What follows belongs to an exercise in optimizing a design on an open flow for small area; a production flow would make more cautious choices. Function was checked by simulation only, so behaviour that the tests miss may differ from the original. Power is estimated from default activity; no workload was simulated. No driver is modelled on the clock port, so clocking that relies on it looks cheaper here than on a real chip.

==> flow/design.v <==
package jt51_pg_pkg;
    localparam int SLOT_N  = 32;
    localparam int STG_II  = 1;
    localparam int STG_III = 2;
    localparam int STG_VI  = 5;
    localparam int KC_W  = 7;
    localparam int KF_W  = 6;
    localparam int DT1_W = 3;
    localparam int MUL_W = 4;
    localparam int DT2_W = 2;
    localparam int PMS_W = 3;
    localparam logic [2:0] FLD_KC     = 3'd0;
    localparam logic [2:0] FLD_KF     = 3'd1;
    localparam logic [2:0] FLD_DT1MUL = 3'd2;
    localparam logic [2:0] FLD_DT2    = 3'd3;
    localparam logic [2:0] FLD_PMS    = 3'd4;
    typedef struct packed {
        logic [KC_W-1:0]  kc;
        logic [KF_W-1:0]  kf;
        logic [DT1_W-1:0] dt1;
        logic [MUL_W-1:0] mul;
        logic [DT2_W-1:0] dt2;
        logic [PMS_W-1:0] pms;
    } pg_param_t;
    function automatic logic [6:0] pg_field_read(input pg_param_t p, input logic [2:0] f);
        logic [6:0] v;
        v = 7'd0;
        case (f)
            FLD_KC:     v = p.kc;
            FLD_KF:     v = {1'b0, p.kf};
            FLD_DT1MUL: v = {p.dt1, p.mul};
            FLD_DT2:    v = {5'd0, p.dt2};
            FLD_PMS:    v = {4'd0, p.pms};
            default:    v = 7'd0;
        endcase
        pg_field_read = v;
    endfunction
endpackage
module jt51_sh #(
    parameter int width  = 5,
    parameter int stages = 2
) (
    input  logic             clk,
    input  logic             rst_n,
    input  logic             cen,
    input  logic [width-1:0] din,
    output logic [width-1:0] drop
);
    logic [width-1:0] bits_r [0:stages-1];
    always_ff @(posedge clk or negedge rst_n) begin
        if (!rst_n) begin
            for (int i = 0; i < stages; i++) bits_r[i] <= '0;
        end else if (cen) begin
            bits_r[0] <= din;
            for (int i = 1; i < stages; i++) bits_r[i] <= bits_r[i-1];
        end
    end
    assign drop = bits_r[stages-1];
endmodule
module jt51_aoi222 (
    input  logic a0, b0, a1, b1, a2, b2,
    output logic y
);
    assign y = ~((a0 & b0) | (a1 & b1) | (a2 & b2));
endmodule
module jt51_aoi22 (
    input  logic a0, b0, a1, b1,
    output logic y
);
    assign y = ~((a0 & b0) | (a1 & b1));
endmodule
module jt51_rd32 (
    input  logic [31:0] sel,
    input  logic [31:0] d,
    output logic        q
);
    logic [10:0] y;
    for (genvar g = 0; g < 10; g++) begin : g_aoi
        jt51_aoi222 u_aoi (
            .a0(sel[3*g]),   .b0(d[3*g]),
            .a1(sel[3*g+1]), .b1(d[3*g+1]),
            .a2(sel[3*g+2]), .b2(d[3*g+2]),
            .y(y[g])
        );
    end
    jt51_aoi22 u_aoi_l (.a0(sel[30]), .b0(d[30]), .a1(sel[31]), .b1(d[31]), .y(y[10]));
    assign q = ~&y;
endmodule
import jt51_pg_pkg::*;
module jt51_pg_slot_ctrl #(
    parameter int PG_RST_ROUNDS = 1
) (
    input  logic       clk,
    input  logic       rst_n,
    input  logic       cen,
    input  logic       wr_valid,
    output logic       wr_ready,
    input  logic [4:0] wr_slot,
    input  logic [2:0] wr_field,
    input  logic [6:0] wr_data,
    input  logic       keyon_req,
    input  logic [4:0] keyon_slot,
    output logic       zero,
    output logic [4:0] slot_I,
    output logic [6:0] kc_I,
    output logic [5:0] kf_I,
    output logic [1:0] dt2_I,
    output logic [2:0] pms_I,
    output logic [2:0] dt1_II,
    output logic [3:0] mul_VI,
    output logic       pg_rst_III
);
    localparam int W = KC_W + KF_W + DT1_W + MUL_W + DT2_W + PMS_W;
    logic              started_r;
    logic [4:0]        cnt_s;
    logic [KC_W-1:0]   kc_r    [0:SLOT_N-1];
    logic [KF_W-1:0]   kf_r    [0:SLOT_N-1];
    logic [DT1_W-1:0]  dt1_r   [0:SLOT_N-1];
    logic [MUL_W-1:0]  mul_r   [0:SLOT_N-1];
    logic [DT2_W-1:0]  dt2_r   [0:SLOT_N-1];
    logic [PMS_W-1:0]  pms_r   [0:SLOT_N-1];
    logic [SLOT_N/2-1:0] vld_r;
    logic [SLOT_N-1:0] pendq_r;
    logic              pg_rst_I_r;
    logic              wr_en_s;
    logic [SLOT_N-1:0] rdec_s;
    logic [SLOT_N-1:0] rsel_s;
    logic [W-1:0]      rword_s;
    logic [DT1_W-1:0]  dt1_I_s;
    logic [MUL_W-1:0]  mul_I_s;
    logic [4:0]        fsel_s;
    logic              pend_rd_s;
    logic              ko_hit_s;
    assign cnt_s    = slot_I + {4'd0, started_r};
    assign zero     = started_r & (slot_I == 5'd0);
    assign wr_ready = rst_n & cen & (wr_slot != cnt_s);
    assign wr_en_s  = wr_valid & wr_ready;
    always_comb begin
        for (int f = 0; f < 5; f++) fsel_s[f] = (wr_field == 3'(f));
    end
    logic [6:0] wd_s [0:1][0:4];
    always_comb begin
        for (int p = 0; p < 2; p++)
            for (int f = 0; f < 5; f++)
                wd_s[p][f] = wr_data & {7{fsel_s[f] & (wr_slot[0] == 1'(p))}};
    end
    always_ff @(posedge clk) begin
        for (int i = 0; i < SLOT_N; i++) begin
            if (wr_en_s && wr_slot[4:1] == 4'(i / 2)) begin
                if ((fsel_s[0] && wr_slot[0] == 1'(i % 2)) || !vld_r[i / 2]) kc_r[i]  <= wd_s[i % 2][0][6:0];
                if ((fsel_s[1] && wr_slot[0] == 1'(i % 2)) || !vld_r[i / 2]) kf_r[i]  <= wd_s[i % 2][1][5:0];
                if ((fsel_s[2] && wr_slot[0] == 1'(i % 2)) || !vld_r[i / 2]) dt1_r[i] <= wd_s[i % 2][2][6:4];
                if ((fsel_s[2] && wr_slot[0] == 1'(i % 2)) || !vld_r[i / 2]) mul_r[i] <= wd_s[i % 2][2][3:0];
                if ((fsel_s[3] && wr_slot[0] == 1'(i % 2)) || !vld_r[i / 2]) dt2_r[i] <= wd_s[i % 2][3][1:0];
                if ((fsel_s[4] && wr_slot[0] == 1'(i % 2)) || !vld_r[i / 2]) pms_r[i] <= wd_s[i % 2][4][2:0];
            end
        end
    end
    always_ff @(posedge clk or negedge rst_n) begin
        if (!rst_n) vld_r <= '0;
        else if (wr_en_s) vld_r[wr_slot[4:1]] <= 1'b1;
    end
    always_comb begin
        for (int i = 0; i < SLOT_N; i++) begin
            rdec_s[i] = (slot_I == 5'(i));
            rsel_s[i] = rdec_s[i] & vld_r[i / 2];
        end
    end
    logic [SLOT_N*W-1:0] words_s;
    for (genvar i = 0; i < SLOT_N; i++) begin : g_word
        assign words_s[i*W +: W] = {kc_r[i], kf_r[i], dt1_r[i], mul_r[i], dt2_r[i], pms_r[i]};
    end
    for (genvar b = 0; b < W; b++) begin : g_rd
        logic [SLOT_N-1:0] col;
        for (genvar i = 0; i < SLOT_N; i++) begin : g_col
            assign col[i] = words_s[i*W + b];
        end
        jt51_rd32 u_rd (.sel(rsel_s), .d(col), .q(rword_s[b]));
    end
    assign {kc_I, kf_I, dt1_I_s, mul_I_s, dt2_I, pms_I} = rword_s;
    always_ff @(posedge clk or negedge rst_n) begin
        if (!rst_n) begin
            started_r <= 1'b0;
            slot_I    <= 5'd0;
        end else if (cen) begin
            started_r <= 1'b1;
            slot_I    <= cnt_s;
        end
    end
    jt51_rd32 u_pend_rd (.sel(rdec_s), .d(pendq_r), .q(pend_rd_s));
    assign ko_hit_s = keyon_req && (keyon_slot == cnt_s);
    always_ff @(posedge clk or negedge rst_n) begin
        if (!rst_n) begin
            pendq_r    <= '0;
            pg_rst_I_r <= 1'b0;
        end else if (cen) begin
            pg_rst_I_r <= ko_hit_s || pend_rd_s;
            for (int i = 0; i < SLOT_N; i++) begin
                if (keyon_req && !ko_hit_s && keyon_slot == 5'(i + 1)) pendq_r[i] <= 1'b1;
                else if (rdec_s[i]) pendq_r[i] <= 1'b0;
            end
        end
    end
    jt51_sh #(.width(DT1_W), .stages(1)) u_dt1_sh (
        .clk(clk), .rst_n(rst_n), .cen(cen), .din(dt1_I_s), .drop(dt1_II)
    );
    jt51_sh #(.width(1), .stages(STG_III)) u_pgrst_sh (
        .clk(clk), .rst_n(rst_n), .cen(cen), .din(pg_rst_I_r), .drop(pg_rst_III)
    );
    jt51_sh #(.width(MUL_W), .stages(STG_VI)) u_mul_sh (
        .clk(clk), .rst_n(rst_n), .cen(cen), .din(mul_I_s), .drop(mul_VI)
    );
endmodule
==> flow/flow/run.sh <==
#!/bin/bash
# Standard ORFS layout, with two changes: ports are buffered with buf_1 cells, and clock
# tree synthesis runs without dummy loads. Each tool's output goes to the ORFS logs and to
# standard.log here.
set -e
export BUFFER_PORTS_ARGS="-buffer_cell sky130_fd_sc_hd__buf_1"
export CTS_ARGS="-sink_clustering_enable -repair_clock_nets -dont_use_dummy_load -sink_clustering_size 28 -sink_clustering_max_diameter 100"
bash standard.sh > standard.log 2>&1
==> flow/standard.sh <==
#!/bin/bash
# synth_recipe.tcl (not shown) runs the flow's synth.tcl, then flattens the netlist and writes it again
# the make line also repeats each setting of config.mk as NAME=value (left out here)
make -C /OpenROAD-flow-scripts/flow DESIGN_CONFIG=/design/flow/config.mk WORK_HOME=/design/flow/orfs CLKGATE_MAP_FILE= SYNTH_SCRIPT=/design/flow/synth_recipe.tcl "${@:-finish}"
==> flow/config.mk <==
export PLATFORM = sky130hd
export DESIGN_NAME = jt51_pg_slot_ctrl
export DESIGN_NICKNAME = jt51_pg_slot_ctrl
export VERILOG_FILES = /design/flow/design.v
export SDC_FILE = /design/flow/constraint.sdc
export NUM_CORES = 4
export LEC_CHECK = 0
export CAP_MARGIN = 10
export CORE_MARGIN = 2
export CORE_UTILIZATION = 60
export GPL_TIMING_DRIVEN = 0
export SETUP_SLACK_MARGIN = 0.04
export SLEW_MARGIN = 10
export SYNTH_HIERARCHICAL = 1
export SYNTH_MINIMUM_KEEP_SIZE = 0
==> flow/constraint.sdc <==
create_clock -name core_clock -period 5.0 [get_ports {clk}]
set_input_delay 1.0000 -clock core_clock [delete_from_list [all_inputs] [get_ports {clk}]]
set_output_delay 1.0000 -clock core_clock [all_outputs]
set_load 0.01 [all_outputs]
==> impl_metrics.ini, run 1 <==
[floorplanning]
die_h_um = 240
coreArea_um2 = 55100
row_count = 86
die_w_um = 240
pin_count = 58
dieArea_um2 = 57600
start_util = 0.606

[synthesis]
ys_types = 51
synth_top_family_by_area = compound AO/OA/AOI/OAI gates
synth-simple-area-share = 0.0534
yosys_register_bits = 880
ys_top_cells_by_count = edfxtp_1, a222oi_1, a21oi_1
synth_top_area_frac = 0.719
synthTopCellsByArea = edfxtp_1, a222oi_1, dfrtp_1
syn_area_um2 = 33400
synth_xor_area_frac = 0.00693
syn_inst = 1855
synth_mux_area_frac = 0.0116
synthesis.nets = 1887
synth_area_per_cell_um2 = 18.0
synthAdderAreaFrac = 0.00262
yosysWarnings = 20
yosys.cell_count.top_type = edfxtp_1
yosysTopAreaCell = edfxtp_1
synth_edf_count = 800
synth-async-reset-ratio = 0.0909
yosysSeqAreaShare = 0.779
synth-main-ff-cell = edfxtp_1
synth-compound-area-share = 0.136

[critical_path]
critPathArrivalTime_ns = 3.94
worstSetupStartpointType = flop
worstPathRequired_ns = 4.00
crit_family = simple AND/OR/NAND/NOR gates
cp.buffers_inverters = 2
criticalPathCategory = reg2out
reg2regPathDepth = 7
crit_chain = clkbuf_1 > or3b_2 > nor2_1 > and2_2 > a222oi_1 > nand4_1 > or3_1 > buf_1
worstPathMaxFanout = 25
r2r_slack_ns = 0.91
cp_num_cells = 8
endpoint_kind = output port
critPathSlowestCell = and2_2
slowest_delay_ns = 0.81

[sta]
skew_ns = 0.0336
finalHoldWorstSlack_ns = 0.386
setup-tns-final_ns = 0
fin_crit_ns = 4.94
max_freq_mhz = 202
hold_viol_final = 0
finalCritPeriodShare = 0.989
setup_viol = 0
worst_pin_slew_ns = 1.37
rsz0062_at_grt = no
timing.slew.headroom = 0.0861
drv_slew = 0
worst_slack_ns = 0.0559

[power]
pwr_density_cell_nw_per_um2 = 400
ir_drop_uv = 437
power_leakage_nw = 11.4

[cells_and_area]
area_growth_syn_to_layout_pct = 8.12
fin_cells = 2724
num-fill-cells = 3953
finalCoreUtilization = 0.656
layout-drive-gt1-share = 0.117
fin_nets = 2008

[clocking]
clockBufferDepth = 3
clk_pin_slew_ns = 0.11
clock-sinks = 880
clk_root_buffer_cell = clkbuf_16
cts-htree-levels = 2
cts_setup_buffers = 0
clk_latency_ns = 0.59
cts_hold_buffers = 0
cts-buffers-inserted = 37
cts_tree = yes

[grt]
grt_pass1_vias = 20057
antenna_found_initial = 1
grt_use_total = 0.350
overflow = 0
grt_start_max_net_pins = 33
grt_pass1_wl_um = 140000

[detailed_routing]
routedWlPerCell_um = 36.7
drc = 0
firstDrtPassIters = 9
drtIter0Drc = 3722
ant_nets = 0
routed_wl_um = 100000
avgViaCountPerCell = 7.44
via_count = 20256

[outcome]
status = complete, no violations

[run]
maxCapViolations = 0

[hold_path]
holdCritPathClass = in2async

[place]
pre_cts_ws_ns = -0.0491
placed_cells = 2685
dp_hpwl_um = 64000
io_buffers = 55
gp_congestion = 0.900
==> per-module statistics from Yosys (local to each module, per instance), excerpt <==
module             area [µm²]  cells inside  flip-flops and latches  times used
jt51_aoi22               12.5             1                       0          26
jt51_pg_slot_ctrl       28900          1413                     855           1
jt51_rd32                23.8             4                       0          26
jt51_aoi222              10.0             1                       0         260
==> report_power, final <==
| group | internal, mW | total, mW | leakage, nW | switching [mW] |
|---|---|---|---|---|
| Clock | 1.34 | 3.43 | 0.456 | 2.09 |
| Combinational | 0.870 | 2.61 | 2.67 | 1.74 |
| Sequential | 8.21 | 8.40 | 8.24 | 0.190 |
| Total | 10.4 | 14.4 | 11.4 | 4.02 |
==> state kept, by name, indices dropped and copies added (netlist names), 5 cells and up <==
register	cells
mul_r	128
slot_I	5
dt1_r	96
kf_r	192
pendq_r	32
u_mul_sh.bits_r	20
vld_r	16
dt2_r	64
kc_r	224
pms_r	96
==> cells by family after synthesis <==
logic type                 after synthesis
muxes                                   28
DFF                                    880
AOI/OAI and AO/OA                      511
buffers and inverters                   76
adders and majority gates                7
and+or+nand+nor                        334
xor gates and xnor gates                19
==> worst paths after layout <==
kind,from,endpoint
setup / recovery,slot_I[3]$_DFFE_PN0P_,kf_I[3]
hold / removal,rst_n,pendq_r[15]$_DFFE_PN0P_
setup reg to reg,slot_I[0]$_DFFE_PN0P_,kc_r[27][3]$_DFFE_PP_
hold reg to reg,pg_rst_I_r$_DFFE_PN0P_,pg_rst_I_r$_DFFE_PN0P_
max in group asynchronous,rst_n,u_mul_sh.bits_r[2][2]$_DFFE_PN0P_
min in group core_clock,pg_rst_I_r$_DFFE_PN0P_,pg_rst_I_r$_DFFE_PN0P_
==> layer usage <==
layer / part of all wire / GRT usage / up-vias
met2: 0.47 / 0.548 / 1363
met5: 0 / 0 / -
li1: - / - / 8349
met3: 0.12 / 0.0816 / 238
met1: 0.37 / 0.476 / 10306
met4: 0.046 / 0.148 / 0
==> what timing repair did <==
action	4_1_cts	5_1_grt
pin swaps	0	0
setup endpoints to repair	18	16
hold endpoints to repair	0	0
resized for setup	1	3
==> cells in the final DEF, fill, tap and decap left out, drive strengths merged, types with 38 or more instances in the layout <==
master and instances:
a222oi 260, and2 38, buf 99, edfxtp 800, nand2 44, nor2 74
a21oi 110, dfrtp 80, clkbuf 89, nand4 56
==> metrics by stage <==
stage	total power [mW]	area (µm²)
after global placement	10.9	34600
final	14.4	36100
after floorplan	10.0	33400
after CTS	14.4	36100
after global routing	14.8	36100
after detailed placement	11.1	35200
==> final cells by class <==
cell class              count  area, µm²  share of cell area
multi-input cells         899       7380               0.204
repair buffers             82        517              0.0143
diodes                      2       5.00            0.000139
plain buffers              69        308             0.00852
clock buffers              37        926              0.0256
flip-flops and latches    880      26000               0.721
inverters                   7       26.3            0.000727
well taps                 748        936              0.0259
==> run 2: changes to the inputs <==
--- a/flow/config.mk
+++ b/flow/config.mk
@@ -9,5 +9,5 @@
 export CORE_MARGIN = 2
-export CORE_UTILIZATION = 60
+export CORE_UTILIZATION = 70
 export GPL_TIMING_DRIVEN = 0
-export SETUP_SLACK_MARGIN = 0.04
+export SETUP_SLACK_MARGIN = 0.1
 export SLEW_MARGIN = 10
==> run 2 against run 1 <==
Highest routed layer unchanged. Routed wire length decreased by 1.2%. Sequential share of layout area rose by 0.40 points. Sequential power barely moved. Hold slack worse by 0.15 ns. Synthesized cell count stayed put. Synthesized area did not move. Clock skew grew 0.0081 ns. Critical endpoint is now kc_I[1]. Utilization grew 10 points. Worst setup slack better by 0.089 ns.
==> impl_metrics.ini, run 2 <==
[place]
io_buffers = 55
gp_congestion = 0.913
dp_hpwl_um = 62800
pre_cts_ws_ns = -0.0587
place_area_um2 = 34900

[cells_and_area]
fin_area_um2 = 35900
final_cell_mix = edfxtp_1, a222oi_1, a21oi_1, dfrtp_1, nor2_1
final_common_cell = edfxtp_1
reg.largest.list = kc_r x224, kf_r x192, mul_r x128
fin_nets = 2007
largest_register_ff_count = 224
area_growth_syn_to_layout_pct = 7.52
num-fill-cells = 2838
top_register = kc_r
layout-drive-gt1-share = 0.113

[synthesis]
synthTopCellsByArea = edfxtp_1, a222oi_1, dfrtp_1
yosysTopAreaCell = edfxtp_1
synth_area_per_cell_um2 = 18.0
syn_area_um2 = 33400
yosys_register_bits = 880
yosysSeqAreaShare = 0.779
yosys.cell_count.top_type = edfxtp_1
ys_top_cells_by_count = edfxtp_1, a222oi_1, a21oi_1
synth_edf_count = 800
synth-async-reset-ratio = 0.0909
synth-main-ff-cell = edfxtp_1
syn_inst = 1855
yosysWarnings = 20
synthesis.nets = 1887
synth_top_area_frac = 0.719
ys_types = 51

[floorplanning]
dieArea_um2 = 49500
die_w_um = 222
coreArea_um2 = 47400
start_util = 0.704
die_h_um = 222
row_count = 80
pin_count = 58

[critical_path]
cp.buffers_inverters = 2
timing.rr.end = kc_r[27][3]$_DFFE_PP_
worstPathMaxFanout = 25
criticalPathCategory = reg2out
r2r_slack_ns = 0.87
critPathArrivalTime_ns = 3.86
reg2regPathDepth = 7
endpoint_kind = output port
worstPathRequired_ns = 4.00
slowest_delay_ns = 0.80
critPathSlowestCell = and2_2
worstSetupStartpointType = flop
crit_family = simple AND/OR/NAND/NOR gates
crit_chain = clkbuf_2 > or3b_2 > nor2_1 > and2_2 > a222oi_1 > nand4_1 > or3_1 > buf_1
r2r_start = slot_I[0]$_DFFE_PN0P_

[clocking]
cts_tree = yes
cts-buffers-inserted = 37
clockBufferDepth = 3
clk_pin_slew_ns = 0.11
cts_hold_buffers = 0
clock-sinks = 880
clk_root_buffer_cell = clkbuf_16
cts-htree-levels = 2
clk_latency_ns = 0.60

[sta]
setup-tns-final_ns = 0
worst_slack_ns = 0.145
max_freq_mhz = 206
timing.slew.headroom = 0.0274
worst_pin_slew_ns = 1.46
drv_slew = 0
fin_crit_ns = 4.86
hold_viol_final = 0
rsz0062_at_grt = no
skew_ns = 0.0418
setup_viol = 0
finalCritPeriodShare = 0.971

[detailed_routing]
drc = 0
via_count = 21198
avgViaCountPerCell = 8.18
routed_wl_um = 98900
ant_nets = 0
drtIter0Drc = 4748
firstDrtPassIters = 10
routedWlPerCell_um = 38.2

[power]
totalPowerFinal_mw = 14.4
intPower_mw = 10.4
ir_drop_uv = 523
seqPwrFrac = 0.583
switchingPower_mw = 4.02
p_clk_frac = 0.237
pwr_density_cell_nw_per_um2 = 402
netSwitchingFraction = 0.278
power_leakage_nw = 11.4
pwr-share-comb = 0.180

[grt]
grt_pass1_wl_um = 139000
overflow = 0
grt_pass1_vias = 20409
grt_start_max_net_pins = 32
antenna_found_initial = 3
grt_use_total = 0.399

[hold_path]
holdCritPathClass = in2async

[outcome]
status = complete, no violations

[run]
maxCapViolations = 0
[run 2: worst max path at each step]
stage,slack (ns),endpoint,cells after the start,start
after global routing,0.11,kc_I[2],9,slot_I[2]$_DFFE_PN0P_
after floorplan,1.48,dt1_r[2][0]$_DFFE_PP_,5,cen
after CTS,0.04,kf_I[5],8,slot_I[3]$_DFFE_PN0P_
after global placement,-4.52,dt1_r[3][1]$_DFFE_PP_,5,rst_n
after detailed placement,-0.06,mul_r[18][0]$_DFFE_PP_,6,cen
final,0.14,kc_I[1],8,slot_I[3]$_DFFE_PN0P_
[run 2: what timing repair did]
| action | CTS | global route |
|---|---|---|
| setup endpoints to repair | 18 | 18 |
| hold endpoints to repair | 0 | 0 |
| pin swaps | 0 | 3 |
| resized for setup | 5 | 9 |
| setup buffers | 0 | 0 |
[run 2: layout make-up]
class / instances / area, µm² / area share
Sequential cell: 880 / 26000 / 0.725
Antenna cell: 3 / 7.51 / 0.000209
Tap cell: 615 / 769 / 0.0214
Inverter: 7 / 26.3 / 0.000732
Clock buffer: 37 / 926 / 0.0258
Multi-Input combinational cell: 899 / 7350 / 0.205
Timing Repair Buffer: 81 / 509 / 0.0142
Buffer: 69 / 309 / 0.00860
[run 2: cell families (layout without fill, tap and decap cells)]
kind of cell,count (synthesis),count (layout),synth area share
flip-flops,880,880,0.779
AO/OA/AOI/OAI,511,511,0.136
AND/OR/NAND/NOR,334,334,0.0534
buffers and inverters,76,194,0.0100
multiplexers,28,28,0.0116
XOR/XNOR,19,19,0.00693
adder cells (fa/ha/maj),7,7,0.00262
other,0,3,0
[run 2: metal layers]
metal / vias up / global-route usage / routed length [µm]
li1: 8341 / - / -
met1: 10509 / 0.546 / 33000
met2: 2029 / 0.599 / 44200
met3: 319 / 0.121 / 15900
met4: 0 / 0.193 / 5760
met5: - / 0 / 0
[run 2: per-module statistics from Yosys (local to each module, per instance), a selection]
module / flip-flops and latches / cells inside / copies in the design / area (µm²)
jt51_aoi222: 0 / 1 / 260 / 10.0
jt51_pg_slot_ctrl: 855 / 1413 / 1 / 28900
jt51_aoi22: 0 / 1 / 26 / 12.5
jt51_rd32: 0 / 4 / 26 / 23.8
[run 2: power groups by stage]
stage | clock (mW) | sequential [mW] | combinational, mW
after global routing | 3.61 | 8.44 | 2.69
after detailed placement | 0 | 8.57 | 2.50
after CTS | 3.41 | 8.41 | 2.52
final | 3.42 | 8.42 | 2.60
after global placement | 0 | 8.55 | 2.36
after floorplan | 0 | 8.52 | 1.50
[run 2: stage by stage]
| stage | std cells | util | hold slack (ns) |
|---|---|---|---|
| 2_1_floorplan | 1855 | - | 0.456 |
| 3_3_place_gp | 2525 | 0.725 | 0.473 |
| 3_5_place_dp | 2550 | 0.736 | 0.479 |
| 4_1_cts | 2587 | 0.756 | 0.224 |
| 5_1_grt | 2591 | 0.757 | 0.229 |
| 6_report | 2591 | 0.757 | 0.236 |
==> run 3: changes to the inputs <==
==> flow/flow/run.sh (replaced) <==
#!/bin/bash
# Standard ORFS layout with these changes: the synthesized netlist's combinational cells that
# drive at most 3 pins are set to their family's smallest drive strength before floorplanning
# (the placement and timing repairs then size up what needs it), ports are buffered with
# buf_1 cells, and clock tree synthesis runs without dummy loads. Each tool's output goes to the ORFS logs and to
# synth.log / standard.log here.
set -e
export BUFFER_PORTS_ARGS="-buffer_cell sky130_fd_sc_hd__buf_1"
export CTS_ARGS="-sink_clustering_enable -repair_clock_nets -dont_use_dummy_load -sink_clustering_size 30 -sink_clustering_max_diameter 110"
bash standard.sh synth > synth.log 2>&1
R=orfs/results/sky130hd/jt51_pg_slot_ctrl/base
cp $R/1_2_yosys.v yosys_before_downsize.v
python3 flow/downsize.py flow/downsize_map.txt $R/1_2_yosys.v 3 > downsize.log 2>&1
rm -f $R/1_synth.odb $R/1_synth.sdc
bash standard.sh > standard.log 2>&1
==> flow/flow/downsize.py (new file) <==
# Sets each combinational cell of the synthesized netlist whose output drives at most
# MAX_FANOUT pins to its family's smallest drive strength (map in downsize_map.txt).
# Usage: python3 downsize.py MAP NETLIST MAX_FANOUT
import re, sys, collections
cmap = dict(l.split() for l in open(sys.argv[1]) if l.strip())
path = sys.argv[2]
maxfo = int(sys.argv[3])
text = open(path).read()
inst_re = re.compile(r'^(\s*)(sky130_fd_sc_hd__\w+)(\s+\S+\s*\()(.*?)(\);)', re.M | re.S)
outs = ('X', 'Y', 'Q', 'Q_N', 'HI', 'LO', 'COUT', 'SUM')
fanout = collections.Counter()
for m in inst_re.finditer(text):
    for p, n in re.findall(r'\.(\w+)\(([^()]*)\)', m.group(4)):
        if p not in outs:
            fanout[n.strip()] += 1
changed = collections.Counter()
def sub(m):
    cell = m.group(2)
    if cell in cmap:
        pins = dict(re.findall(r'\.(\w+)\(([^()]*)\)', m.group(4)))
        o = [pins[p].strip() for p in outs if p in pins]
        if o and max(fanout[n] for n in o) <= maxfo:
            changed[cell] += 1
            return m.group(1) + cmap[cell] + m.group(3) + m.group(4) + m.group(5)
    return m.group(0)
text = inst_re.sub(sub, text)
open(path, 'w').write(text)
for c, n in sorted(changed.items()):
    print('downsized %d %s -> %s' % (n, c, cmap[c]))
==> flow/flow/downsize_map.txt (new file) <==
sky130_fd_sc_hd__a2111o_2 sky130_fd_sc_hd__a2111o_1
sky130_fd_sc_hd__a2111o_4 sky130_fd_sc_hd__a2111o_1
sky130_fd_sc_hd__a2111oi_1 sky130_fd_sc_hd__a2111oi_0
sky130_fd_sc_hd__a2111oi_2 sky130_fd_sc_hd__a2111oi_0
sky130_fd_sc_hd__a2111oi_4 sky130_fd_sc_hd__a2111oi_0
sky130_fd_sc_hd__a211o_2 sky130_fd_sc_hd__a211o_1
sky130_fd_sc_hd__a211o_4 sky130_fd_sc_hd__a211o_1
sky130_fd_sc_hd__a211oi_2 sky130_fd_sc_hd__a211oi_1
sky130_fd_sc_hd__a211oi_4 sky130_fd_sc_hd__a211oi_1
sky130_fd_sc_hd__a21bo_4 sky130_fd_sc_hd__a21bo_1
sky130_fd_sc_hd__a21boi_2 sky130_fd_sc_hd__a21boi_0
sky130_fd_sc_hd__a21boi_4 sky130_fd_sc_hd__a21boi_0
sky130_fd_sc_hd__a21o_2 sky130_fd_sc_hd__a21o_1
sky130_fd_sc_hd__a21o_4 sky130_fd_sc_hd__a21o_1
sky130_fd_sc_hd__a21oi_2 sky130_fd_sc_hd__a21oi_1
sky130_fd_sc_hd__a21oi_4 sky130_fd_sc_hd__a21oi_1
sky130_fd_sc_hd__a221o_2 sky130_fd_sc_hd__a221o_1
sky130_fd_sc_hd__a221o_4 sky130_fd_sc_hd__a221o_1
sky130_fd_sc_hd__a221oi_2 sky130_fd_sc_hd__a221oi_1
sky130_fd_sc_hd__a221oi_4 sky130_fd_sc_hd__a221oi_1
sky130_fd_sc_hd__a22o_2 sky130_fd_sc_hd__a22o_1
sky130_fd_sc_hd__a22o_4 sky130_fd_sc_hd__a22o_1
sky130_fd_sc_hd__a22oi_2 sky130_fd_sc_hd__a22oi_1
sky130_fd_sc_hd__a22oi_4 sky130_fd_sc_hd__a22oi_1
sky130_fd_sc_hd__a2bb2o_2 sky130_fd_sc_hd__a2bb2o_1
sky130_fd_sc_hd__a2bb2o_4 sky130_fd_sc_hd__a2bb2o_1
sky130_fd_sc_hd__a2bb2oi_2 sky130_fd_sc_hd__a2bb2oi_1
sky130_fd_sc_hd__a2bb2oi_4 sky130_fd_sc_hd__a2bb2oi_1
sky130_fd_sc_hd__a311o_2 sky130_fd_sc_hd__a311o_1
sky130_fd_sc_hd__a311o_4 sky130_fd_sc_hd__a311o_1
sky130_fd_sc_hd__a311oi_2 sky130_fd_sc_hd__a311oi_1
sky130_fd_sc_hd__a311oi_4 sky130_fd_sc_hd__a311oi_1
sky130_fd_sc_hd__a31o_4 sky130_fd_sc_hd__a31o_1
sky130_fd_sc_hd__a31oi_2 sky130_fd_sc_hd__a31oi_1
sky130_fd_sc_hd__a31oi_4 sky130_fd_sc_hd__a31oi_1
sky130_fd_sc_hd__a32o_2 sky130_fd_sc_hd__a32o_1
sky130_fd_sc_hd__a32o_4 sky130_fd_sc_hd__a32o_1
sky130_fd_sc_hd__a32oi_2 sky130_fd_sc_hd__a32oi_1
sky130_fd_sc_hd__a32oi_4 sky130_fd_sc_hd__a32oi_1
sky130_fd_sc_hd__a41o_2 sky130_fd_sc_hd__a41o_1
sky130_fd_sc_hd__a41o_4 sky130_fd_sc_hd__a41o_1
sky130_fd_sc_hd__a41oi_2 sky130_fd_sc_hd__a41oi_1
sky130_fd_sc_hd__a41oi_4 sky130_fd_sc_hd__a41oi_1
sky130_fd_sc_hd__and2_2 sky130_fd_sc_hd__and2_0
sky130_fd_sc_hd__and2_4 sky130_fd_sc_hd__and2_0
sky130_fd_sc_hd__and2b_2 sky130_fd_sc_hd__and2b_1
sky130_fd_sc_hd__and2b_4 sky130_fd_sc_hd__and2b_1
sky130_fd_sc_hd__and3_2 sky130_fd_sc_hd__and3_1
sky130_fd_sc_hd__and3_4 sky130_fd_sc_hd__and3_1
sky130_fd_sc_hd__and3b_2 sky130_fd_sc_hd__and3b_1
sky130_fd_sc_hd__and3b_4 sky130_fd_sc_hd__and3b_1
sky130_fd_sc_hd__and4_2 sky130_fd_sc_hd__and4_1
sky130_fd_sc_hd__and4_4 sky130_fd_sc_hd__and4_1
sky130_fd_sc_hd__and4b_2 sky130_fd_sc_hd__and4b_1
sky130_fd_sc_hd__and4b_4 sky130_fd_sc_hd__and4b_1
sky130_fd_sc_hd__and4bb_4 sky130_fd_sc_hd__and4bb_1
sky130_fd_sc_hd__buf_12 sky130_fd_sc_hd__buf_1
sky130_fd_sc_hd__buf_16 sky130_fd_sc_hd__buf_1
sky130_fd_sc_hd__buf_2 sky130_fd_sc_hd__buf_1
sky130_fd_sc_hd__buf_4 sky130_fd_sc_hd__buf_1
sky130_fd_sc_hd__buf_6 sky130_fd_sc_hd__buf_1
sky130_fd_sc_hd__buf_8 sky130_fd_sc_hd__buf_1
sky130_fd_sc_hd__bufinv_16 sky130_fd_sc_hd__bufinv_8
sky130_fd_sc_hd__ebufn_2 sky130_fd_sc_hd__ebufn_1
sky130_fd_sc_hd__ebufn_4 sky130_fd_sc_hd__ebufn_1
sky130_fd_sc_hd__ebufn_8 sky130_fd_sc_hd__ebufn_1
sky130_fd_sc_hd__einvn_1 sky130_fd_sc_hd__einvn_0
sky130_fd_sc_hd__einvn_2 sky130_fd_sc_hd__einvn_0
sky130_fd_sc_hd__einvn_4 sky130_fd_sc_hd__einvn_0
sky130_fd_sc_hd__einvn_8 sky130_fd_sc_hd__einvn_0
sky130_fd_sc_hd__einvp_2 sky130_fd_sc_hd__einvp_1
sky130_fd_sc_hd__einvp_4 sky130_fd_sc_hd__einvp_1
sky130_fd_sc_hd__einvp_8 sky130_fd_sc_hd__einvp_1
sky130_fd_sc_hd__fa_2 sky130_fd_sc_hd__fa_1
sky130_fd_sc_hd__fa_4 sky130_fd_sc_hd__fa_1
sky130_fd_sc_hd__ha_2 sky130_fd_sc_hd__ha_1
sky130_fd_sc_hd__ha_4 sky130_fd_sc_hd__ha_1
sky130_fd_sc_hd__inv_12 sky130_fd_sc_hd__inv_1
sky130_fd_sc_hd__inv_16 sky130_fd_sc_hd__inv_1
sky130_fd_sc_hd__inv_4 sky130_fd_sc_hd__inv_1
sky130_fd_sc_hd__inv_6 sky130_fd_sc_hd__inv_1
sky130_fd_sc_hd__inv_8 sky130_fd_sc_hd__inv_1
sky130_fd_sc_hd__maj3_2 sky130_fd_sc_hd__maj3_1
sky130_fd_sc_hd__maj3_4 sky130_fd_sc_hd__maj3_1
sky130_fd_sc_hd__mux2_4 sky130_fd_sc_hd__mux2_1
sky130_fd_sc_hd__mux2_8 sky130_fd_sc_hd__mux2_1
sky130_fd_sc_hd__mux2i_2 sky130_fd_sc_hd__mux2i_1
sky130_fd_sc_hd__mux2i_4 sky130_fd_sc_hd__mux2i_1
sky130_fd_sc_hd__mux4_1 sky130_fd_sc_hd__mux4_2
sky130_fd_sc_hd__mux4_4 sky130_fd_sc_hd__mux4_2
sky130_fd_sc_hd__nand2_2 sky130_fd_sc_hd__nand2_1
sky130_fd_sc_hd__nand2_4 sky130_fd_sc_hd__nand2_1
sky130_fd_sc_hd__nand2_8 sky130_fd_sc_hd__nand2_1
sky130_fd_sc_hd__nand2b_2 sky130_fd_sc_hd__nand2b_1
sky130_fd_sc_hd__nand2b_4 sky130_fd_sc_hd__nand2b_1
sky130_fd_sc_hd__nand3_2 sky130_fd_sc_hd__nand3_1
sky130_fd_sc_hd__nand3_4 sky130_fd_sc_hd__nand3_1
sky130_fd_sc_hd__nand3b_2 sky130_fd_sc_hd__nand3b_1
sky130_fd_sc_hd__nand3b_4 sky130_fd_sc_hd__nand3b_1
sky130_fd_sc_hd__nand4_2 sky130_fd_sc_hd__nand4_1
sky130_fd_sc_hd__nand4_4 sky130_fd_sc_hd__nand4_1
sky130_fd_sc_hd__nand4b_2 sky130_fd_sc_hd__nand4b_1
sky130_fd_sc_hd__nand4b_4 sky130_fd_sc_hd__nand4b_1
sky130_fd_sc_hd__nand4bb_2 sky130_fd_sc_hd__nand4bb_1
sky130_fd_sc_hd__nand4bb_4 sky130_fd_sc_hd__nand4bb_1
sky130_fd_sc_hd__nor2_2 sky130_fd_sc_hd__nor2_1
sky130_fd_sc_hd__nor2_4 sky130_fd_sc_hd__nor2_1
sky130_fd_sc_hd__nor2_8 sky130_fd_sc_hd__nor2_1
sky130_fd_sc_hd__nor2b_2 sky130_fd_sc_hd__nor2b_1
sky130_fd_sc_hd__nor2b_4 sky130_fd_sc_hd__nor2b_1
sky130_fd_sc_hd__nor3_2 sky130_fd_sc_hd__nor3_1
sky130_fd_sc_hd__nor3_4 sky130_fd_sc_hd__nor3_1
sky130_fd_sc_hd__nor3b_2 sky130_fd_sc_hd__nor3b_1
sky130_fd_sc_hd__nor3b_4 sky130_fd_sc_hd__nor3b_1
sky130_fd_sc_hd__nor4_2 sky130_fd_sc_hd__nor4_1
sky130_fd_sc_hd__nor4_4 sky130_fd_sc_hd__nor4_1
sky130_fd_sc_hd__nor4b_2 sky130_fd_sc_hd__nor4b_1
sky130_fd_sc_hd__nor4b_4 sky130_fd_sc_hd__nor4b_1
sky130_fd_sc_hd__nor4bb_2 sky130_fd_sc_hd__nor4bb_1
sky130_fd_sc_hd__nor4bb_4 sky130_fd_sc_hd__nor4bb_1
sky130_fd_sc_hd__o2111a_2 sky130_fd_sc_hd__o2111a_1
sky130_fd_sc_hd__o2111a_4 sky130_fd_sc_hd__o2111a_1
sky130_fd_sc_hd__o2111ai_2 sky130_fd_sc_hd__o2111ai_1
sky130_fd_sc_hd__o2111ai_4 sky130_fd_sc_hd__o2111ai_1
sky130_fd_sc_hd__o211a_4 sky130_fd_sc_hd__o211a_1
sky130_fd_sc_hd__o211ai_2 sky130_fd_sc_hd__o211ai_1
sky130_fd_sc_hd__o211ai_4 sky130_fd_sc_hd__o211ai_1
sky130_fd_sc_hd__o21a_2 sky130_fd_sc_hd__o21a_1
sky130_fd_sc_hd__o21a_4 sky130_fd_sc_hd__o21a_1
sky130_fd_sc_hd__o21ai_2 sky130_fd_sc_hd__o21ai_0
sky130_fd_sc_hd__o21ai_4 sky130_fd_sc_hd__o21ai_0
sky130_fd_sc_hd__o21ba_4 sky130_fd_sc_hd__o21ba_1
sky130_fd_sc_hd__o21bai_2 sky130_fd_sc_hd__o21bai_1
sky130_fd_sc_hd__o21bai_4 sky130_fd_sc_hd__o21bai_1
sky130_fd_sc_hd__o221a_4 sky130_fd_sc_hd__o221a_1
sky130_fd_sc_hd__o221ai_2 sky130_fd_sc_hd__o221ai_1
sky130_fd_sc_hd__o221ai_4 sky130_fd_sc_hd__o221ai_1
sky130_fd_sc_hd__o22a_2 sky130_fd_sc_hd__o22a_1
sky130_fd_sc_hd__o22a_4 sky130_fd_sc_hd__o22a_1
sky130_fd_sc_hd__o22ai_2 sky130_fd_sc_hd__o22ai_1
sky130_fd_sc_hd__o22ai_4 sky130_fd_sc_hd__o22ai_1
sky130_fd_sc_hd__o2bb2a_2 sky130_fd_sc_hd__o2bb2a_1
sky130_fd_sc_hd__o2bb2a_4 sky130_fd_sc_hd__o2bb2a_1
sky130_fd_sc_hd__o2bb2ai_2 sky130_fd_sc_hd__o2bb2ai_1
sky130_fd_sc_hd__o2bb2ai_4 sky130_fd_sc_hd__o2bb2ai_1
sky130_fd_sc_hd__o311a_2 sky130_fd_sc_hd__o311a_1
sky130_fd_sc_hd__o311a_4 sky130_fd_sc_hd__o311a_1
sky130_fd_sc_hd__o311ai_2 sky130_fd_sc_hd__o311ai_0
sky130_fd_sc_hd__o311ai_4 sky130_fd_sc_hd__o311ai_0
sky130_fd_sc_hd__o31a_2 sky130_fd_sc_hd__o31a_1
sky130_fd_sc_hd__o31a_4 sky130_fd_sc_hd__o31a_1
sky130_fd_sc_hd__o31ai_2 sky130_fd_sc_hd__o31ai_1
sky130_fd_sc_hd__o31ai_4 sky130_fd_sc_hd__o31ai_1
sky130_fd_sc_hd__o32a_2 sky130_fd_sc_hd__o32a_1
sky130_fd_sc_hd__o32a_4 sky130_fd_sc_hd__o32a_1
sky130_fd_sc_hd__o32ai_2 sky130_fd_sc_hd__o32ai_1
sky130_fd_sc_hd__o32ai_4 sky130_fd_sc_hd__o32ai_1
sky130_fd_sc_hd__o41a_2 sky130_fd_sc_hd__o41a_1
sky130_fd_sc_hd__o41a_4 sky130_fd_sc_hd__o41a_1
sky130_fd_sc_hd__o41ai_2 sky130_fd_sc_hd__o41ai_1
sky130_fd_sc_hd__o41ai_4 sky130_fd_sc_hd__o41ai_1
sky130_fd_sc_hd__or2_4 sky130_fd_sc_hd__or2_0
sky130_fd_sc_hd__or2b_2 sky130_fd_sc_hd__or2b_1
sky130_fd_sc_hd__or2b_4 sky130_fd_sc_hd__or2b_1
sky130_fd_sc_hd__or3_2 sky130_fd_sc_hd__or3_1
sky130_fd_sc_hd__or3_4 sky130_fd_sc_hd__or3_1
sky130_fd_sc_hd__or3b_4 sky130_fd_sc_hd__or3b_1
sky130_fd_sc_hd__or4_2 sky130_fd_sc_hd__or4_1
sky130_fd_sc_hd__or4_4 sky130_fd_sc_hd__or4_1
sky130_fd_sc_hd__or4b_4 sky130_fd_sc_hd__or4b_1
sky130_fd_sc_hd__or4bb_2 sky130_fd_sc_hd__or4bb_1
sky130_fd_sc_hd__or4bb_4 sky130_fd_sc_hd__or4bb_1
sky130_fd_sc_hd__sedfxbp_2 sky130_fd_sc_hd__sedfxbp_1
sky130_fd_sc_hd__sedfxtp_2 sky130_fd_sc_hd__sedfxtp_1
sky130_fd_sc_hd__sedfxtp_4 sky130_fd_sc_hd__sedfxtp_1
sky130_fd_sc_hd__xnor2_2 sky130_fd_sc_hd__xnor2_1
sky130_fd_sc_hd__xnor2_4 sky130_fd_sc_hd__xnor2_1
sky130_fd_sc_hd__xnor3_2 sky130_fd_sc_hd__xnor3_1
sky130_fd_sc_hd__xnor3_4 sky130_fd_sc_hd__xnor3_1
sky130_fd_sc_hd__xor2_2 sky130_fd_sc_hd__xor2_1
sky130_fd_sc_hd__xor2_4 sky130_fd_sc_hd__xor2_1
sky130_fd_sc_hd__xor3_2 sky130_fd_sc_hd__xor3_1
sky130_fd_sc_hd__xor3_4 sky130_fd_sc_hd__xor3_1
==> run 3 against run 2 <==
Critical path depth grew 1. Synthesized cell count stayed put. Combinational power fell by 7%. Utilization is 0.54 points higher. Power decreased by 1.9%. Non-clock buffer count grew 3. Largest cell class unchanged. Maximum frequency up 0.89%. Global-route usage fell by 1.2 points. First-iteration DRC count increased by 1.1%. Critical path type unchanged.
==> impl_metrics.ini, run 3 <==
[critical_path]
worstPathMaxFanout = 25
criticalPathCategory = reg2out
crit_start = slot_I[2]$_DFFE_PN0P_
critPathSlowestCell = a222oi_1
r2r_start = slot_I[0]$_DFFE_PN0P_
reg2regPathDepth = 8
crit_chain = buf_4 > or2_2 > clkbuf_1 > nor2_1 > and2_2 > a222oi_1 > nand4_1 > or3_1 > buf_1
worstSetupStartpointType = flop
critPathCapture = kf_I[3]
crit_family = simple AND/OR/NAND/NOR gates
timing.rr.end = kc_r[18][1]$_DFFE_PP_
critPathArrivalTime_ns = 3.81
worstPathRequired_ns = 4.00
slowest_delay_ns = 0.69
endpoint_kind = output port
cp_num_cells = 9
r2r_slack_ns = 0.98
cp.buffers_inverters = 3

[grt]
grt_pass1_wl_um = 135000
grt_pass1_vias = 20379
overflow = 0
grt_use_total = 0.387
antenna_found_initial = 6
grt_start_max_net_pins = 37

[sta]
hold_viol_final = 0
finalCritPeriodShare = 0.963
skew_ns = 0.0774
max_freq_mhz = 208
rsz0062_at_grt = no
setup_viol = 0
worst_pin_slew_ns = 1.36
finalHoldWorstSlack_ns = 0.383
fin_crit_ns = 4.81
drv_slew = 0
setup-tns-final_ns = 0
timing.slew.headroom = 0.0927

[place]
gp_congestion = 0.925
placed_cells = 2542
io_buffers = 55
dp_hpwl_um = 59600

[power]
switchingPower_mw = 3.88
pwr-share-comb = 0.172
netSwitchingFraction = 0.274
p_clk_frac = 0.235
intPower_mw = 10.3
ir_drop_uv = 372
pwr_density_cell_nw_per_um2 = 398
power_leakage_nw = 11.3
seqPwrFrac = 0.593

[floorplanning]
die_w_um = 222
die_h_um = 222
coreArea_um2 = 46700
pin_count = 58
dieArea_um2 = 49200
row_count = 79
start_util = 0.711

[cells_and_area]
fin_nets = 2008
largest_register_ff_count = 224
top_register = kc_r
final_common_cell = edfxtp_1
area_growth_syn_to_layout_pct = 7.17
fin_cells = 2584
layout-drive-gt1-share = 0.0907
reg.largest.list = kc_r x224, kf_r x192, mul_r x128
final_cell_mix = edfxtp_1, a222oi_1, a21oi_1, dfrtp_1, nor2_1

[detailed_routing]
avgViaCountPerCell = 8.15
drc = 0
via_count = 21058
ant_nets = 0
routed_wl_um = 95100
firstDrtPassIters = 19
routedWlPerCell_um = 36.8
drtIter0Drc = 4799

[clocking]
clk_root_buffer_cell = clkbuf_16
cts_tree = yes
clk_pin_slew_ns = 0.12
clk_latency_ns = 0.61
cts_setup_buffers = 0
cts_hold_buffers = 0
clock-sinks = 880
cts-htree-levels = 2
cts-buffers-inserted = 35
clockBufferDepth = 3

[synthesis]
synth_top_area_frac = 0.719
ys_types = 51
synthesis.nets = 1887
synth_area_per_cell_um2 = 17.9
yosysTopAreaCell = edfxtp_1
yosys-stat-area_um2 = 33400
yosysWarnings = 20
synth-main-ff-cell = edfxtp_1
synth-async-reset-ratio = 0.0909
synthTopCellsByArea = edfxtp_1, a222oi_1, dfrtp_1
syn_area_um2 = 33200
yosys_register_bits = 880
yosysSeqAreaShare = 0.779
ys_top_cells_by_count = edfxtp_1, a222oi_1, a21oi_1
synth_edf_count = 800
yosys.cell_count.top_type = edfxtp_1
syn_inst = 1855

[hold_path]
holdCritPathClass = in2async

[run]
maxCapViolations = 0

[outcome]
status = complete, no violations
[run 3: cell counts after synthesis]
Identical to the previous run, type by type.
[run 3: routing by layer]
metal / track usage / wire length (µm) / vias up
li1: - / - / 8342
met1: 0.531 / 31900 / 10433
met2: 0.594 / 43200 / 1959
met3: 0.108 / 15000 / 318
met4: 0.168 / 5030 / 6
met5: 0 / 43 / -
[run 3: worst min path at each step]
| stage | from | to | depth (start not counted) |
|---|---|---|---|
| floorplan | u_mul_sh.bits_r[0][0]$_DFFE_PN0P_ | u_mul_sh.bits_r[0][0]$_DFFE_PN0P_ | 1 |
| global placement | u_mul_sh.bits_r[4][1]$_DFFE_PN0P_ | u_mul_sh.bits_r[4][1]$_DFFE_PN0P_ | 1 |
| detailed placement | u_mul_sh.bits_r[4][1]$_DFFE_PN0P_ | u_mul_sh.bits_r[4][1]$_DFFE_PN0P_ | 1 |
| CTS | rst_n | pendq_r[1]$_DFFE_PN0P_ | 1 |
| global route | rst_n | pendq_r[1]$_DFFE_PN0P_ | 1 |
| finish | rst_n | pendq_r[1]$_DFFE_PN0P_ | 1 |
[run 3: per-module statistics from Yosys (local to each module, per instance), excerpt]
module             times used  flip-flops and latches  cell area (µm²)
jt51_pg_slot_ctrl           1                     855            28900
jt51_rd32                  26                       0             23.8
jt51_aoi22                 26                       0             12.5
jt51_aoi222               260                       0             10.0
[run 3: through the flow]
| step | utilization | area [µm²] | total power, mW | worst slack [ns] |
|---|---|---|---|---|
| after global routing | 0.762 | 35600 | 14.5 | 0.110 |
| after CTS | 0.760 | 35400 | 14.0 | 0.205 |
| final | 0.762 | 35600 | 14.2 | 0.187 |
| after detailed placement | 0.741 | 34600 | 10.9 | 0.192 |
| after global placement | 0.732 | 34200 | 10.8 | -4.15 |
| after floorplan | - | 33200 | 9.95 | 1.48 |
[run 3: area by class of cell]
class / count / area, µm²
flip-flops and latches: 880 / 26000
fillers: 2718 / 11100
multi-input cells: 899 / 7100
clock buffers: 35 / 876
well taps: 607 / 759
repair buffers: 84 / 468
plain buffers: 69 / 308
inverters: 7 / 26.3
diodes: 3 / 7.51
[run 3: what timing repair did]
| action | 4_1_cts | 5_1_grt |
|---|---|---|
| pin swaps | 0 | 1 |
| cloned | 0 | 0 |
| hold endpoints to repair | 0 | 0 |
| endpoints found under the setup margin | 18 | 3 |
| gates resized for setup | 1 | 1 |
[run 3: cell families (layout without fill, tap and decap cells)]
family | Yosys count | in the layout | share of synthesized area
AND/OR/NAND/NOR | 334 | 334 | 0.0534
flip-flops | 880 | 880 | 0.779
buffers and inverters | 76 | 195 | 0.0100
adder cells (fa/ha/maj) | 7 | 7 | 0.00262
multiplexers | 28 | 28 | 0.0116
other | 0 | 3 | 0
AO/OA/AOI/OAI | 511 | 511 | 0.136
XOR/XNOR | 19 | 19 | 0.00693
[run 3: power by group through the flow]
stage | combinational, mW | sequential, mW | clock [mW]
floorplan | 1.43 | 8.51 | 0
global placement | 2.23 | 8.54 | 0
detailed placement | 2.34 | 8.56 | 0
CTS | 2.35 | 8.40 | 3.30
global route | 2.56 | 8.44 | 3.53
finish | 2.43 | 8.41 | 3.33

static timing again, ports no longer ideal:
How much do the figures lean on ideal ports? The routed layouts below were timed once more, with nothing changed but the port constraints.
Step 1 assumes that a clkbuf_16 drives the clock port and a buf_2 every other input.
Step 2 also shifts input and output timing later by t, the mid clock arrival at the registers, as if the neighbouring blocks saw the same clock.
Slacks: ideal ports / drivers / drivers and shift; pairs: ideal ports / drivers.
run	t (ns)	setup WS [ns]	worst setup path after step 2	slew at the worst register clock pin (ns)
run 1	0.647	0.056 / -0.006 / 0.345	input to register	0.11 / 0.11
run 2	0.641	0.145 / 0.089 / -0.139	input to register	0.11 / 0.11
run 3	0.627	0.187 / 0.128 / 0.041	input to register	0.12 / 0.12
Met with ideal ports but missed after step 2: setup timing in run 2. The setup slack of run 2, which loses most, moves by -0.056 ns with the drivers and by -0.284 ns with both steps.
